What follows belongs to an exercise in optimizing a design on an open flow for small area and a short achievable clock period; a production flow would make more cautious choices. RTL that was checked went through simulation tests only; none was proved equivalent to the original. Power and IR drop assume default switching activity.

// csr_unit
module csr_unit (
    input  logic                      clk,
    input  logic                      rst,
    input  logic                      new_request,
    input  logic [12-1:0]    csr_addr,
    input  logic [1:0]                csr_op,
    input  logic [32-1:0]      rs1,
    input  logic                      read_regs,
    input  logic                      commit,
    input  logic                      exception_valid,
    input  logic [4-1:0]   exception_code,
    input  logic [32-1:0]      exception_pc,
    input  logic                      mret,
    input  logic                      instruction_complete,
    output logic                      csr_exception,
    output logic [32-1:0]      wb_csr,
    output logic [32-1:0]      trap_pc,
    output logic [32-1:0]      csr_mepc,
    output logic [1:0]                current_privilege
);
    logic        pm;
    logic        pm_dec;
    logic        mie, mpie;
    logic [1:0]  mpp;
    logic [31:2] mtvec;
    logic [31:2] mepc;
    logic [31:0] mcause;
    logic [31:0] mscratch;
    logic [63:0] mcycle;
    logic [63:0] minstret;
    logic        instret_inc;
    logic [11:0] a;
    assign a = csr_addr;
    logic is_m3, is_ctr, is_ctr_m;
    logic h_mstatus, h_misa, h_mtvec, h_mscratch, h_mepc, h_mcause, h_mhartid;
    logic h_cyc_lo, h_cyc_hi, h_ins_lo, h_ins_hi;
    assign is_m3      = a[11:8] == 4'h3;
    assign h_mstatus  = is_m3 && a[7:0] == 8'h00;
    assign h_misa     = is_m3 && a[7:0] == 8'h01;
    assign h_mtvec    = is_m3 && a[7:0] == 8'h05;
    assign h_mscratch = is_m3 && a[7:0] == 8'h40;
    assign h_mepc     = is_m3 && a[7:0] == 8'h41;
  ...
Size: about 290 flip-flops, roughly 190 I/O pins, about 15000 um2 of cells after synthesis.
==> module csr_g_inv, before the edit <==
module csr_g_inv (input logic a, output logic y);
    assign y = !a;
endmodule
==> module csr_ctr_prefix, before the edit <==
module csr_ctr_prefix (
    input  logic [63:0] q,
    output logic [63:0] p
);
    logic [15:0] nl1, nl2, nl3, na;
    for (genvar g = 0; g < 16; g++) begin : g_grp
        csr_g_inv   g_l1 (.a(q[4*g]), .y(nl1[g]));
        csr_g_nand2 g_l2 (.a(q[4*g]), .b(q[4*g+1]), .y(nl2[g]));
        csr_g_nand3 g_l3 (.a(q[4*g]), .b(q[4*g+1]), .c(q[4*g+2]), .y(nl3[g]));
        csr_g_nand4 g_l4 (.a(q[4*g]), .b(q[4*g+1]), .c(q[4*g+2]), .d(q[4*g+3]), .y(na[g]));
    end
    logic [3:0] sl1, sl2, sl3, sh, nsa;
    for (genvar s = 0; s < 4; s++) begin : g_sup
        csr_g_inv   g_s1 (.a(na[4*s]), .y(sl1[s]));
        csr_g_nor2  g_s2 (.a(na[4*s]), .b(na[4*s+1]), .y(sl2[s]));
        csr_g_nor3  g_s3 (.a(na[4*s]), .b(na[4*s+1]), .c(na[4*s+2]), .y(sl3[s]));
        csr_g_nor2  g_sh (.a(na[4*s+2]), .b(na[4*s+3]), .y(sh[s]));
        csr_g_nand2 g_sa (.a(sl2[s]), .b(sh[s]), .y(nsa[s]));
    end
    logic [3:1] sg;
    csr_g_inv  g_sg1 (.a(nsa[0]), .y(sg[1]));
    csr_g_nor2 g_sg2 (.a(nsa[0]), .b(nsa[1]), .y(sg[2]));
    csr_g_nor3 g_sg3 (.a(nsa[0]), .b(nsa[1]), .c(nsa[2]), .y(sg[3]));
    logic [15:1] ng;
    assign ng[1] = na[0];
    csr_g_inv g_ng2 (.a(sl2[0]), .y(ng[2]));
    csr_g_inv g_ng3 (.a(sl3[0]), .y(ng[3]));
    assign ng[4] = nsa[0];
    csr_g_inv g_ng8  (.a(sg[2]), .y(ng[8]));
    csr_g_inv g_ng12 (.a(sg[3]), .y(ng[12]));
    for (genvar s = 1; s < 4; s++) begin : g_ng
        csr_g_nand2 g_j1 (.a(sg[s]), .b(sl1[s]), .y(ng[4*s+1]));
        csr_g_nand2 g_j2 (.a(sg[s]), .b(sl2[s]), .y(ng[4*s+2]));
        csr_g_nand2 g_j3 (.a(sg[s]), .b(sl3[s]), .y(ng[4*s+3]));
    end
    assign p[0] = 1'b1;
    assign p[1] = q[0];
    csr_g_inv g_p2 (.a(nl2[0]), .y(p[2]));
    csr_g_inv g_p3 (.a(nl3[0]), .y(p[3]));
    for (genvar g = 1; g < 16; g++) begin : g_p
        csr_g_inv  g_k0 (.a(ng[g]), .y(p[4*g]));
        csr_g_nor2 g_k1 (.a(ng[g]), .b(nl1[g]), .y(p[4*g+1]));
        csr_g_nor2 g_k2 (.a(ng[g]), .b(nl2[g]), .y(p[4*g+2]));
        csr_g_nor2 g_k3 (.a(ng[g]), .b(nl3[g]), .y(p[4*g+3]));
    end
endmodule
Settings: LEC_CHECK=0, CAP_MARGIN=20, CORE_MARGIN=2, CORE_UTILIZATION=40, SETUP_SLACK_MARGIN=1.75, SLEW_MARGIN=20, SYNTH_HIERARCHICAL=1; clock period 4.2 ns.
standard.sh (not shown) runs the stock make flow with config.mk's settings and CLKGATE_MAP_FILE= SYNTH_SCRIPT=/design/flow/synth_recipe.tcl, a recipe that flattens the netlist after the stock synthesis.
==> flow/flow/run.sh <==
#!/bin/bash
# Standard layout, with the port buffers inserted as buf_1 (the resizer sizes them up where timing needs it)
set -euo pipefail
export BUFFER_PORTS_ARGS="-buffer_cell sky130_fd_sc_hd__buf_1"
bash standard.sh finish > standard.log 2>&1
Edit:
--- a/flow/design.v
+++ b/flow/design.v
@@ -117,58 +117,19 @@
     assign y = a && b && c && d;
 endmodule
 module csr_g_a21o (input logic a1, a2, b1, output logic y);
     assign y = (a1 && a2) || b1;
 endmodule
-module csr_g_inv (input logic a, output logic y);
-    assign y = !a;
-endmodule
 `timescale 1ns/100ps
 module csr_ctr_prefix (
     input  logic [63:0] q,
     output logic [63:0] p
 );
-    logic [15:0] nl1, nl2, nl3, na;
-    for (genvar g = 0; g < 16; g++) begin : g_grp
-        csr_g_inv   g_l1 (.a(q[4*g]), .y(nl1[g]));
-        csr_g_nand2 g_l2 (.a(q[4*g]), .b(q[4*g+1]), .y(nl2[g]));
-        csr_g_nand3 g_l3 (.a(q[4*g]), .b(q[4*g+1]), .c(q[4*g+2]), .y(nl3[g]));
-        csr_g_nand4 g_l4 (.a(q[4*g]), .b(q[4*g+1]), .c(q[4*g+2]), .d(q[4*g+3]), .y(na[g]));
-    end
-    logic [3:0] sl1, sl2, sl3, sh, nsa;
-    for (genvar s = 0; s < 4; s++) begin : g_sup
-        csr_g_inv   g_s1 (.a(na[4*s]), .y(sl1[s]));
-        csr_g_nor2  g_s2 (.a(na[4*s]), .b(na[4*s+1]), .y(sl2[s]));
-        csr_g_nor3  g_s3 (.a(na[4*s]), .b(na[4*s+1]), .c(na[4*s+2]), .y(sl3[s]));
-        csr_g_nor2  g_sh (.a(na[4*s+2]), .b(na[4*s+3]), .y(sh[s]));
-        csr_g_nand2 g_sa (.a(sl2[s]), .b(sh[s]), .y(nsa[s]));
-    end
-    logic [3:1] sg;
-    csr_g_inv  g_sg1 (.a(nsa[0]), .y(sg[1]));
-    csr_g_nor2 g_sg2 (.a(nsa[0]), .b(nsa[1]), .y(sg[2]));
-    csr_g_nor3 g_sg3 (.a(nsa[0]), .b(nsa[1]), .c(nsa[2]), .y(sg[3]));
-    logic [15:1] ng;
-    assign ng[1] = na[0];
-    csr_g_inv g_ng2 (.a(sl2[0]), .y(ng[2]));
-    csr_g_inv g_ng3 (.a(sl3[0]), .y(ng[3]));
-    assign ng[4] = nsa[0];
-    csr_g_inv g_ng8  (.a(sg[2]), .y(ng[8]));
-    csr_g_inv g_ng12 (.a(sg[3]), .y(ng[12]));
-    for (genvar s = 1; s < 4; s++) begin : g_ng
-        csr_g_nand2 g_j1 (.a(sg[s]), .b(sl1[s]), .y(ng[4*s+1]));
-        csr_g_nand2 g_j2 (.a(sg[s]), .b(sl2[s]), .y(ng[4*s+2]));
-        csr_g_nand2 g_j3 (.a(sg[s]), .b(sl3[s]), .y(ng[4*s+3]));
-    end
-    assign p[0] = 1'b1;
-    assign p[1] = q[0];
-    csr_g_inv g_p2 (.a(nl2[0]), .y(p[2]));
-    csr_g_inv g_p3 (.a(nl3[0]), .y(p[3]));
-    for (genvar g = 1; g < 16; g++) begin : g_p
-        csr_g_inv  g_k0 (.a(ng[g]), .y(p[4*g]));
-        csr_g_nor2 g_k1 (.a(ng[g]), .b(nl1[g]), .y(p[4*g+1]));
-        csr_g_nor2 g_k2 (.a(ng[g]), .b(nl2[g]), .y(p[4*g+2]));
-        csr_g_nor2 g_k3 (.a(ng[g]), .b(nl3[g]), .y(p[4*g+3]));
+    always_comb begin
+        p[0] = 1'b1;
+        for (int i = 1; i < 64; i++)
+            p[i] = p[i-1] & q[i-1];
     end
 endmodule
 `timescale 1ns/100ps
 module csr_read_mux (
     input  logic        s_st, s_isa, s_tv, s_sc, s_ep, s_ca,
Effect: Total power increases by 0.82%; first-iteration DRC count decreases by 1.5%; final cell count decreases by 2.6%; global-route usage increases by 0.38 points; die area barely changes; via count increases by 0.77%; synthesized cell count decreases by 3.6%; clock-buffer cell count increases by 5; routed wire length increases by 1.7%; worst hold slack is worse by 10 ps; design area increases by 1.3%.
Only the layout flow was run in the first run of this note; the RTL was not checked for function there.

[what the ideal ports hide]
The results above use ideal ports. As a check the final layouts listed here were re-extracted and re-timed, cells and wires unchanged.
Step 1: set_driving_cell puts a clkbuf_16 on clk and a buf_2 on each other input, an assumption about the parent block.
Step 2 adds t to the input delays and takes it off the output delays; t is the mean of the earliest and latest rising clock arrival at the registers after step 1. Input paths then give back, and output paths get back, about the clock's delay inside the block.
Slacks: no drivers / after step 1 / after step 2; pairs: no drivers / after step 1.
| run | shift t [ns] | slack for setup (ns) | clock arrival spread, ns | worst slew at a driven data input, ns | cell pins on the clock port's net |
|---|---|---|---|---|---|
| the first run | 0.605 | 1.721 / 1.675 / 1.251 | 0.010 / 0.010 | 0.07 | 1 |
| the second run | 0.619 | 1.714 / 1.659 / 1.266 | 0.026 / 0.027 | 0.08 | 1 |
After both steps setup and hold are still met in every run listed. The setup slack of the first run, which loses most, moves by -0.046 ns with the drivers and by -0.470 ns with both steps.
